This is an optimization exercise on Yosys and OpenROAD, whose aim is small area, a short achievable clock period and few clock cycles, not a production implementation. The RTL was checked by simulation tests, not by an equivalence proof against the original design. Power is estimated from default activity; no workload was simulated.

==> module cpu16_top, before the edit <==
module cpu16_top (
	input  logic        CLK,
	input  logic        rst_n,
	input  logic        imem_ack,
	input  logic [15:0] imem_data,
	input  logic        dmem_ack,
	input  logic [15:0] dmem_rdata,
	output logic        imem_req,
	output logic [15:0] imem_addr,
	output logic        dmem_req,
	output logic [32:0] dmem_cmd,
	output logic        halted
);
	logic        ph;        
	logic [15:0] ir;        
	logic [15:0] a;         
	logic [15:0] b;         
	logic [15:0] fa;        
	logic [3:0]  flags;     
	logic [15:0] res_q;     
	logic        c_q;       
	logic        wr_q;      
	logic        dm_pend;   
	logic        halted_r;
	logic        tk_abs;    
	logic        tk_rel;    
	logic [15:0] regs [16];
	logic x_halt;   
	logic x_mem;    
	logic x_ld;     
	logic x_wr;     
	logic x_alu;    
	logic x_xw;     
	logic x_lw;     
	logic x_arith, x_sub, x_and, x_or, x_xor, x_shl, x_shr, x_mov;
	logic dm_wait, f_acc, x_go;
	assign dm_wait = dm_pend && !dmem_ack;
	assign f_acc   = !ph && imem_ack && !dm_wait;
	assign x_go    = ph && !dm_pend;
	logic [15:0] incval;
	assign incval = ir[13] ? b - 16'd1 : b + 16'd1;
	logic        we, w_ra, w_ld;
	logic [3:0]  waddr;
	logic [15:0] wdata;
	assign w_ld  = x_ld && dm_pend;
	assign we    = wr_q || (dm_pend && dmem_ack && x_lw) || (x_go && x_xw);
	assign w_ra  = wr_q || w_ld;
	assign waddr = w_ra ? ir[7:4] : ir[3:0];
	assign wdata = wr_q ? res_q : (w_ld ? dmem_rdata : incval);
	logic [15:0] rf_d, rf_en;
	assign rf_d = rst_n ? wdata : 16'd0;
	always_comb
		for (int i = 0; i < 16; i++)
			rf_en[i] = !rst_n || (we && waddr == 4'(i));
	always_ff @(posedge CLK)
		for (int i = 0; i < 16; i++)
			if (rf_en[i])
				regs[i] <= rf_d;
	logic [3:0] flags_n;
	assign flags_n = (wr_q && x_alu) ? {c_q, res_q == 16'd0, ~^res_q, res_q[15]} : flags;
	logic [1:0]  d_grp;
	logic [3:0]  d_aluf;
	logic        d_ldi, d_mem, d_ld, d_alu, d_incdec, d_const, d_sub, d_shl, d_fsel, d_taken;
	assign d_grp    = imem_data[15:14];
	assign d_aluf   = imem_data[13:10];
	assign d_alu    = (d_grp == 2'b11);
	assign d_ldi    = (d_grp == 2'b01) && (imem_data[9:8] == 2'b01);
	assign d_mem    = (d_grp == 2'b01) && (imem_data[9:8] != 2'b01);
	assign d_ld     = d_mem && !imem_data[10];
	assign d_incdec = imem_data[13] ^ imem_data[12];
	assign d_const  = d_alu ? imem_data[8] : d_ldi;
	assign d_sub    = d_alu && (d_aluf == 4'b0010);
	assign d_shl    = d_alu && (d_aluf == 4'b0110);
	always_comb begin
		case (imem_data[9:8])
			2'b00:   d_fsel = flags_n[3];
			2'b01:   d_fsel = flags_n[2];
			2'b10:   d_fsel = flags_n[1];
			default: d_fsel = flags_n[0];
		endcase
	end
	assign d_taken = (d_grp == 2'b10) && (!imem_data[13] || (d_fsel == imem_data[12]));
	logic [15:0] rda, rdb, fwa, fwb, a_in, b_in;
	assign rda = regs[imem_data[7:4]];
	assign rdb = regs[imem_data[3:0]];
	assign fwa = (we && waddr == imem_data[7:4]) ? wdata : rda;
	assign fwb = (we && waddr == imem_data[3:0]) ? wdata : rdb;
	logic [15:0] fa_inc;
	assign fa_inc = fa + 16'd1;
	always_comb
		for (int i = 0; i < 16; i++)
			a_in[i] = (d_grp == 2'b10) ? fa_inc[i] : (d_shl ? fwa[15-i] : fwa[i]);
	assign b_in = (d_const ? {12'd0, imem_data[3:0]} : fwb) ^ {16{d_sub}};
	logic [15:0] alu_res, sh_rev;
	logic [16:0] sum, shr_wide;
	logic        alu_c;
	assign sum      = {1'b0, a} + {1'b0, b} + {16'd0, x_sub};
	assign shr_wide = {a, 1'b0} >> b[3:0];
	always_comb
		for (int i = 0; i < 16; i++)
			sh_rev[i] = shr_wide[16-i];
	assign alu_res = ({16{x_mov}} & b) | ({16{x_arith}} & sum[15:0]) |
		({16{x_and}} & (a & b)) | ({16{x_or}} & (a | b)) | ({16{x_xor}} & (a ^ b)) |
		({16{x_shl}} & sh_rev) | ({16{x_shr}} & shr_wide[16:1]);
	assign alu_c   = (x_arith && (sum[16] ^ x_sub)) || ((x_shl || x_shr) && shr_wide[0]);
	always_ff @(posedge CLK) begin
		if (!rst_n) begin
			ph       <= 1'b0;
			fa       <= 16'h0000;
			flags    <= '0;
			wr_q     <= 1'b0;
			dm_pend  <= 1'b0;
			halted_r <= 1'b0;
			tk_abs   <= 1'b0;
			tk_rel   <= 1'b0;
		end else begin
			wr_q  <= x_go && x_wr;
			flags <= flags_n;
			if (f_acc) begin
				ph     <= 1'b1;
				fa     <= fa_inc;
				tk_abs <= d_taken && !imem_data[10];
				tk_rel <= d_taken && imem_data[10];
			end
			if (x_go) begin
				ph     <= 1'b0;
				tk_abs <= 1'b0;
				tk_rel <= 1'b0;
				if (tk_abs)
					fa <= b;
				else if (tk_rel)
					fa <= sum[15:0];
				if (x_halt)
					halted_r <= 1'b1;
			end
			if (x_go && x_mem)
				dm_pend <= 1'b1;
			else if (dmem_ack)
				dm_pend <= 1'b0;
		end
	end
	always_ff @(posedge CLK) begin
		res_q <= alu_res;
		c_q   <= alu_c;
		if (f_acc) begin
			ir      <= imem_data;
			a       <= a_in;
			b       <= b_in;
			x_halt  <= (d_grp == 2'b00) && (imem_data[13:11] == 3'b001);
			x_mem   <= d_mem;
			x_ld    <= d_ld;
			x_wr    <= d_alu || d_ldi;
			x_alu   <= d_alu;
			x_xw    <= d_ld && d_incdec;
			x_lw    <= d_ld ? !(d_incdec && (imem_data[7:4] == imem_data[3:0])) : (d_mem && d_incdec);
			x_arith <= d_alu && (d_aluf[3:2] == 2'b00) && (d_aluf[1] ^ d_aluf[0]);
			x_sub   <= d_sub;
			x_and   <= d_alu && (d_aluf == 4'b0011);
			x_or    <= d_alu && (d_aluf == 4'b0100);
			x_xor   <= d_alu && (d_aluf == 4'b0101);
			x_shl   <= d_shl;
			x_shr   <= d_alu && (d_aluf == 4'b0111);
			x_mov   <= d_ldi || (d_alu && (d_aluf[3] || (d_aluf[2:0] == 3'b000)));
		end
	end
	assign halted    = halted_r || (ph && !dm_pend && x_halt);
	assign imem_req  = !halted_r && (ph ? (!dm_pend && !x_halt && !tk_rel) : (!imem_ack || dm_wait));
	assign imem_addr = tk_abs ? b : fa;
	assign dmem_req  = (ph && !dm_pend && x_mem) || dm_wait;
	assign dmem_cmd  = {ir[10], b, a};
endmodule
export LEC_CHECK = 0
export ABC_AREA = 1
export CAP_MARGIN = 20
export CORE_MARGIN = 2
export CORE_UTILIZATION = 40
export SETUP_SLACK_MARGIN = 3.5
export SLEW_MARGIN = 20
create_clock -name core_clock -period 6.5 [get_ports {CLK}]
run.sh (not shown) runs the stock make flow with config.mk's settings and CLKGATE_MAP_FILE= SYNTH_SCRIPT=/design/flow/synth_recipe.tcl, a recipe that flattens the netlist after the stock synthesis.
Testbench counts at the start, summed over its fixed seeds: cycles 42,776.
Edit:
--- a/flow/design.v
+++ b/flow/design.v
@@ -57,4 +57,6 @@
 	logic        tk_abs;    
 	logic        tk_rel;    
+	logic        fr_q;      
+	logic        fw_q;      
 	logic [15:0] regs [16];
 	logic x_halt;   
@@ -136,4 +138,8 @@
 		({16{x_shl}} & sh_rev) | ({16{x_shr}} & shr_wide[16:1]);
 	assign alu_c   = (x_arith && (sum[16] ^ x_sub)) || ((x_shl || x_shr) && shr_wide[0]);
+	logic ph_n, halted_n, dm_pend_n;
+	assign ph_n      = f_acc ? 1'b1 : (x_go ? 1'b0 : ph);
+	assign halted_n  = halted_r || (x_go && x_halt);
+	assign dm_pend_n = (x_go && x_mem) ? 1'b1 : (dmem_ack ? 1'b0 : dm_pend);
 	always_ff @(posedge CLK) begin
 		if (!rst_n) begin
@@ -146,5 +152,9 @@
 			tk_abs   <= 1'b0;
 			tk_rel   <= 1'b0;
+			fr_q     <= 1'b1;
+			fw_q     <= 1'b0;
 		end else begin
+			fr_q <= ph_n == 1'b0 && !halted_n;
+			fw_q <= ph_n == 1'b0 && !halted_n && dm_pend_n;
 			wr_q  <= x_go && x_wr;
 			flags <= flags_n;
@@ -197,5 +207,6 @@
 	end
 	assign halted    = halted_r || (ph && !dm_pend && x_halt);
-	assign imem_req  = !halted_r && (ph ? (!dm_pend && !x_halt && !tk_rel) : (!imem_ack || dm_wait));
+	assign imem_req  = (ph && !halted_r && !dm_pend && !x_halt && !tk_rel) ||
+		(fr_q && !imem_ack) || (fw_q && !dmem_ack);
 	assign imem_addr = tk_abs ? b : fa;
 	assign dmem_req  = (ph && !dm_pend && x_mem) || dm_wait;
Count of clock-buffer cells in the layout fell by 7; wire length fell by 3.4%; worst setup slack improved by 0.012 ns; sequential power fell by about 2%; maximum frequency rose by 0.39%; hold slack got worse by 0.0054 ns; clock skew stays flat.
Testbench counts after the change, summed over its fixed seeds: cycles 42,776.

-- what the ideal ports hide --
No port has a modelled driver above. Below, the same layouts with a new extraction and two added sets of constraints. Step 1 sets driving cells, clkbuf_16 on the clock port and buf_2 on the other inputs (assumed; they add their load-dependent delay and slew). Step 2 times the ports against the registers' clock, not the clock port: input delays grow and output delays shrink by t, the midpoint of the rising clock arrivals with the driver on. Slacks: ideal ports / drivers / drivers and shift; pairs: ideal ports / drivers.
| run | shift t [ns] | setup slack, ns | worst slew at a driven data input, ns |
|---|---|---|---|
| the first run | 0.629 | 3.328 / 3.295 / 2.868 | 0.04 |
| the second run | 0.627 | 3.341 / 3.299 / 2.909 | 0.04 |
After both steps every run listed still meets setup and hold. The setup slack of the first run, which loses most, moves by -0.033 ns with the drivers and by -0.460 ns with both steps.
